This design comes from an exercise in tuning for a short achievable clock period and few clock cycles on the open sky130 flow, not from production work.
The RTL was checked by simulation tests, not by an equivalence proof against the original design.
No driver is modelled on the clock port, so clock power and skew are understated where the tree is cut down; a real chip needs a root buffer or a tree.
Power is estimated from default activity; no workload was simulated.

// ifmap_loader_top
module ifmap_loader_top (
	input  wire         clk,
	input  wire         reset,
	input  wire         load_valid,
	input  wire         load_map,
	input  wire  [9:0]  load_addr,
	input  wire         load_spike,
	input  wire         start,
	input  wire         ctrl_valid,
	input  wire  [34:0] ctrl_pkt,
	output logic        pkt_valid,
	output logic [34:0] pkt,
	output logic        busy,
	output logic        scan_done
);
Settings: LEC_CHECK=0, ABC_CLOCK_PERIOD_IN_PS=2000, CAP_MARGIN=20, CORE_MARGIN=2, CORE_UTILIZATION=65, PLACE_DENSITY=0.8, SETUP_SLACK_MARGIN=3.0, SLEW_MARGIN=20; clock period 5.0 ns.
standard.sh (not shown) runs the stock make flow with config.mk's settings and CLKGATE_MAP_FILE= SYNTH_SCRIPT=/design/flow/synth_recipe.tcl, a recipe that flattens the netlist after the stock synthesis.
==> flow/flow/run.sh <==
#!/bin/bash
# The standard layout, except that the clock tree is built by flow/cts_hook.tcl (a balanced
# two-level tree: the clock port drives four root buffers, each root drives the leaf buffers of
# one quarter of the registers) in place of TritonCTS. Everything else is the standard flow.
set -euo pipefail
here=$(pwd)
export PRE_CTS_TCL=$here/flow/cts_hook.tcl
bash standard.sh finish > standard_finish.log 2>&1
==> flow/flow/cts_hook.tcl <==
# PRE_CTS hook: build the clock tree here and make the flow's clock_tree_synthesis call a no-op.
source [file join [file dirname [info script]] mytree.tcl]
set mt_leaf_max 30
if {[info exists ::env(MT_LEAF_MAX)]} { set mt_leaf_max $::env(MT_LEAF_MAX) }

# Placement buffers the ports with small delay cells; give them plain buffers before the
# timing repair, which may only swap a cell for one of the same footprint.
foreach bt [[ord::get_db_block] getBTerms] {
  set net [$bt getNet]
  if {$net == "NULL" || [$bt getName] == "clk"} { continue }
  foreach it [$net getITerms] {
    set inst [$it getInst]
    set m [[$inst getMaster] getName]
    if {![regexp {buf|dly} $m]} { continue }
    if {[$bt getIoType] == "OUTPUT" && [$it isOutputSignal]} {
      replace_cell [$inst getName] sky130_fd_sc_hd__buf_6
    } elseif {[$bt getIoType] == "INPUT" && [$it isInputSignal]} {
      replace_cell [$inst getName] sky130_fd_sc_hd__buf_4
    }
  }
}

mt_build sky130_fd_sc_hd__clkbuf_16 sky130_fd_sc_hd__clkbuf_16 $mt_leaf_max
rename clock_tree_synthesis mt_orig_cts
proc clock_tree_synthesis {args} {
  puts "mytree: clock tree built by the PRE_CTS hook, clock_tree_synthesis skipped"
  set_propagated_clock [all_clocks]
}
Other scripts of this flow, unchanged in this note and not shown: flow/flow/mytree.tcl
The first run completed without violations.
Testbench counts at the start, summed over its fixed seeds: cycles 22,408.
Edit:
--- a/flow/flow/cts_hook.tcl
+++ b/flow/flow/cts_hook.tcl
@@ -22,3 +22,3 @@
 
-mt_build sky130_fd_sc_hd__clkbuf_16 sky130_fd_sc_hd__clkbuf_16 $mt_leaf_max
+mt_build sky130_fd_sc_hd__buf_16 sky130_fd_sc_hd__buf_12 $mt_leaf_max
 rename clock_tree_synthesis mt_orig_cts
Effect:
- design area went down slightly
- setup slack improved by 0.0062 ns
- critical path depth increases by 5
- wire length fell slightly
- sequential cell count stays the same
- cell count hardly moves
- sequential power barely changes
In every run of this note, the design's own scripts or RTL, not TritonCTS, make the clock network.

* * *

== main ==
Another version of the RTL of ifmap_loader_top (not shown whole).
Size: ~2900 flip-flops, roughly 90 I/O pins.
clock: 5.0 ns
lec_check: 0
abc_clock_period_in_ps: 2000
cap_margin: 20
core_margin: 2
core_utilization: 65
place_density: 0.8
setup_slack_margin: 3.0
slew_margin: 20
==> flow/flow/cts_hook.tcl <==
# PRE_CTS hook: build the clock tree here and make the flow's clock_tree_synthesis call a no-op.
source [file join [file dirname [info script]] mytree.tcl]
set mt_leaf_max 26
if {[info exists ::env(MT_LEAF_MAX)]} { set mt_leaf_max $::env(MT_LEAF_MAX) }

# Placement buffers the ports with small delay cells; give them plain buffers before the
# timing repair, which may only swap a cell for one of the same footprint.
foreach bt [[ord::get_db_block] getBTerms] {
  set net [$bt getNet]
  if {$net == "NULL" || [$bt getName] == "clk"} { continue }
  foreach it [$net getITerms] {
    set inst [$it getInst]
    set m [[$inst getMaster] getName]
    if {![regexp {buf|dly} $m]} { continue }
    if {[$bt getIoType] == "OUTPUT" && [$it isOutputSignal]} {
      replace_cell [$inst getName] sky130_fd_sc_hd__buf_6
    } elseif {[$bt getIoType] == "INPUT" && [$it isInputSignal]} {
      replace_cell [$inst getName] sky130_fd_sc_hd__buf_4
    }
  }
}

mt_build sky130_fd_sc_hd__buf_16 sky130_fd_sc_hd__buf_12 $mt_leaf_max
rename clock_tree_synthesis mt_orig_cts
proc clock_tree_synthesis {args} {
  puts "mytree: clock tree built by the PRE_CTS hook, clock_tree_synthesis skipped"
  set_propagated_clock [all_clocks]
}
Scripts as last shown in full above: flow/flow/run.sh
Other scripts of this flow, unchanged in this note and not shown: flow/flow/mytree.tcl
main: PASS, flow complete, no timing, DRC or antenna violations
Testbench counts of main, summed over its fixed seeds: cycles 22,408.
Edits applied to the flow inputs when going from main to the feature branch:
--- a/flow/flow/cts_hook.tcl
+++ b/flow/flow/cts_hook.tcl
@@ -1,5 +1,5 @@
 # PRE_CTS hook: build the clock tree here and make the flow's clock_tree_synthesis call a no-op.
 source [file join [file dirname [info script]] mytree.tcl]
-set mt_leaf_max 26
+set mt_leaf_max 30
 if {[info exists ::env(MT_LEAF_MAX)]} { set mt_leaf_max $::env(MT_LEAF_MAX) }
 
### Flow results
Diff main -> the feature branch: final setup slack of the worst path up 0.038 ns; routing usage on met3 down 0.34 points. The feature branch vs main — clock network latency to the later pin of the worst-skew pair dropped 0.04 ns. Any difference in count of placed standard cells in the final layout, fillers left out between main and the feature branch is small enough to ignore.
No run of this note takes its clock network from TritonCTS; it comes from the design's own scripts or RTL.

-- port drivers added, routing unchanged --
The results above use ideal ports. As a check the final layouts listed here were re-extracted and re-timed, cells and wires unchanged.
Step 1 (the two cells are an assumption about what drives the block):
set clk [get_ports {clk}]
set_driving_cell -lib_cell sky130_fd_sc_hd__clkbuf_16 $clk
set_driving_cell -lib_cell sky130_fd_sc_hd__buf_2 [delete_from_list [all_inputs] $clk]
Step 2 moves the port delays by t, midway between the first and last clock arrival at a register: inputs arrive t later, outputs are due t later. That takes back most of the time a late clock gives input paths.
Slacks: no drivers / after step 1 / after step 2; pairs: no drivers / after step 1.
| run | t (ns) | slack for setup (ns) | worst hold slack (ns) | clock arrival spread, ns | worst slew at a driven data input, ns |
|---|---|---|---|---|---|
| the first run of note 1 | 0.816 | 2.911 / 2.727 / 2.330 | 0.337 / 0.335 / 0.337 | 0.023 / 0.023 | 0.05 |
| the second run of note 1 | 0.781 | 2.917 / 2.745 / 2.292 | 0.334 / 0.334 / 0.334 | 0.030 / 0.030 | 0.06 |
| main | 0.809 | 2.802 / 2.609 / 2.311 | 0.338 / 0.337 / 0.338 | 0.026 / 0.026 | 0.12 |
| the feature branch | 0.772 | 2.840 / 2.647 / 2.322 | 0.340 / 0.340 / 0.340 | 0.027 / 0.027 | 0.12 |
After both steps every run listed still meets setup and hold. The setup slack of the second run of note 1, which loses most, moves by -0.172 ns with the drivers and by -0.625 ns with both steps.
